Source: an optimization exercise on an open RTL-to-GDS flow (aim: small area, a short achievable clock period and few clock cycles). Production flows keep margins and buffers that such runs may drop.
Function was checked by simulation only, so behaviour that the tests miss may differ from the original.
Power and IR drop assume default switching activity.

Design rf_pulse_width_capture, start of the top module:
module rf_pulse_width_capture #(
    parameter int MAX_PULSES = 128
) (
    input  logic                              clk,
    input  logic                              rst_n,
    input  logic                              item_valid,
    output logic                              item_stall,
    input  rfpwc_pkg::item_t                  item,
    output logic                              result_valid,
    input  logic                              result_stall,
    output rfpwc_pkg::result_t                result,
    input  logic                              psel,
    input  logic                              penable,
    input  logic                              pwrite,
    input  logic [rfpwc_pkg::PADDR_W-1:0]     paddr,
    input  logic [rfpwc_pkg::PDATA_W-1:0]     pwdata,
    output logic [rfpwc_pkg::PDATA_W-1:0]     prdata,
    output logic                              pready
);
clock: 10.0 ns
lec_check: 0
cap_margin: 20
core_margin: 2
core_utilization: 60
cts_buf_list: sky130_fd_sc_hd__clkbuf_16
cts_cluster_diameter: 100
cts_cluster_size: 25
slew_margin: 20
standard.sh (not shown) runs the stock make flow with config.mk's settings and CLKGATE_MAP_FILE= SYNTH_SCRIPT=/design/flow/synth_recipe.tcl, a recipe that flattens the netlist after the stock synthesis.
==> flow/flow/run.sh <==
#!/bin/bash
# The standard layout, with timing repair aimed at a tighter setup target
# than the 10 ns clock: the flow's SDC and clock are left as they are.
set -euo pipefail
bash standard.sh SETUP_SLACK_MARGIN=6.65 finish > flow.log 2>&1
The baseline went through all stages and came out clean.
Testbench counts at the start, summed over its fixed seeds: cycles 178,936.
Change:
==> flow/flow/run.sh (replaced) <==
#!/bin/bash
# The standard layout, with timing repair aimed at a tighter setup target
# than the 10 ns clock: the flow's SDC and clock are left as they are.
set -euo pipefail
bash standard.sh SETUP_SLACK_MARGIN=6.5 finish > flow.log 2>&1
Settings changed: CORE_UTILIZATION 60 to 50, CTS_CLUSTER_SIZE 25 to 20.
The changed run finished with timing, DRC and antenna clean.
First-iteration DRC count fell by 14%.
Power rose by 3.2%.
Cell count rose by 5.7%.
Routed wire length rose by 1.1%.
Sequential cell count does not change.
Change:
Settings changed: CORE_UTILIZATION 50 to 65, CTS_CLUSTER_SIZE 20 to 25.
Final cell count came out lower by 7.7%.
Power came out lower by about 2.8%.
Non-clock buffer count came out higher by 1.
Global-route usage came out higher by 7.2 points.
Sequential cell count does not change.
Routed wire length came out lower by 3.4%.
Design area came out lower by 1.7%.
Setup slack gains 0.049 ns.
Die area came out lower by 23%.
Clock power came out lower by 11%.
Sequential share of layout area came out higher by 1.3 points.

========
== branch onyx ==
rf_pulse_width_capture again, from the RTL that the note above started with.
==> flow/config.mk <==
export PLATFORM = sky130hd
export DESIGN_NAME = rf_pulse_width_capture
export DESIGN_NICKNAME = rf_pulse_width_capture
export VERILOG_FILES = /design/flow/design.v
export SDC_FILE = /design/flow/constraint.sdc
export NUM_CORES = 4
export LEC_CHECK = 0
export CAP_MARGIN = 20
export CORE_MARGIN = 2
export CORE_UTILIZATION = 65
export CTS_BUF_LIST = sky130_fd_sc_hd__clkbuf_16
export CTS_CLUSTER_DIAMETER = 100
export CTS_CLUSTER_SIZE = 25
export SLEW_MARGIN = 20
==> flow/constraint.sdc <==
create_clock -name core_clock -period 10.0 [get_ports {clk}]
set_input_delay 2.0000 -clock core_clock [delete_from_list [all_inputs] [get_ports {clk}]]
set_output_delay 2.0000 -clock core_clock [all_outputs]
set_load 0.01 [all_outputs]
==> flow/flow/run.sh <==
#!/bin/bash
# The standard layout, with timing repair aimed at a tighter setup target
# than the 10 ns clock: the flow's SDC and clock are left as they are.
set -euo pipefail
bash standard.sh SETUP_SLACK_MARGIN=6.65 finish > flow.log 2>&1
Testbench counts of branch onyx, summed over its fixed seeds: cycles 178,936.
Input-level comparison between branch raven and branch onyx:
Settings: swapping 65 for 60 in CORE_UTILIZATION.
==> flow/flow/run.sh <==
#!/bin/bash
# The standard layout, with timing repair aimed at a tighter setup target
# than the 10 ns clock: the flow's SDC and clock are left as they are.
set -euo pipefail
bash standard.sh SETUP_SLACK_MARGIN=6.5 finish > flow.log 2>&1
Notes after the runs:
Reported for branch raven and branch onyx, number of buffers inserted during clock tree synthesis turned out identical to the last digit.
Delta (branch raven minus branch onyx): routed length per instance now sits higher; initial core utilization moved down; worst setup slack for register-to-register paths went down 230 ps.
Looking at branch raven and branch onyx, the part of the power in the clock network is a wash.

-- static timing again, ports no longer ideal --
The results above use ideal ports. As a check the final layouts listed here were re-extracted and re-timed, cells and wires unchanged.
Step 1, drivers: a clkbuf_16 drives clk and a buf_2 each remaining input, both assumed.
Step 2 times the ports against the registers' clock, not the clock port: input delays grow and output delays shrink by t, the midpoint of the rising clock arrivals with the driver on.
a / b / c = no drivers / after step 1 / after step 2; a / b = the first two.
run	shift t [ns]	slack for setup (ns)	worst setup path after step 2
the first run of note 1	0.769	6.514 / 6.514 / 6.028	input to register
the second run of note 1	0.818	6.423 / 6.341 / 5.989	input to register
the third run of note 1	0.770	6.471 / 6.435 / 5.796	input to register
branch onyx	0.762	6.668 / 6.604 / 6.015	input to register
branch raven	0.771	6.404 / 6.439 / 5.692	input to register
After both steps every run listed still meets setup and hold. For branch raven, which loses most, drivers alone change the setup slack by +0.035 ns; drivers and shift together by -0.712 ns.
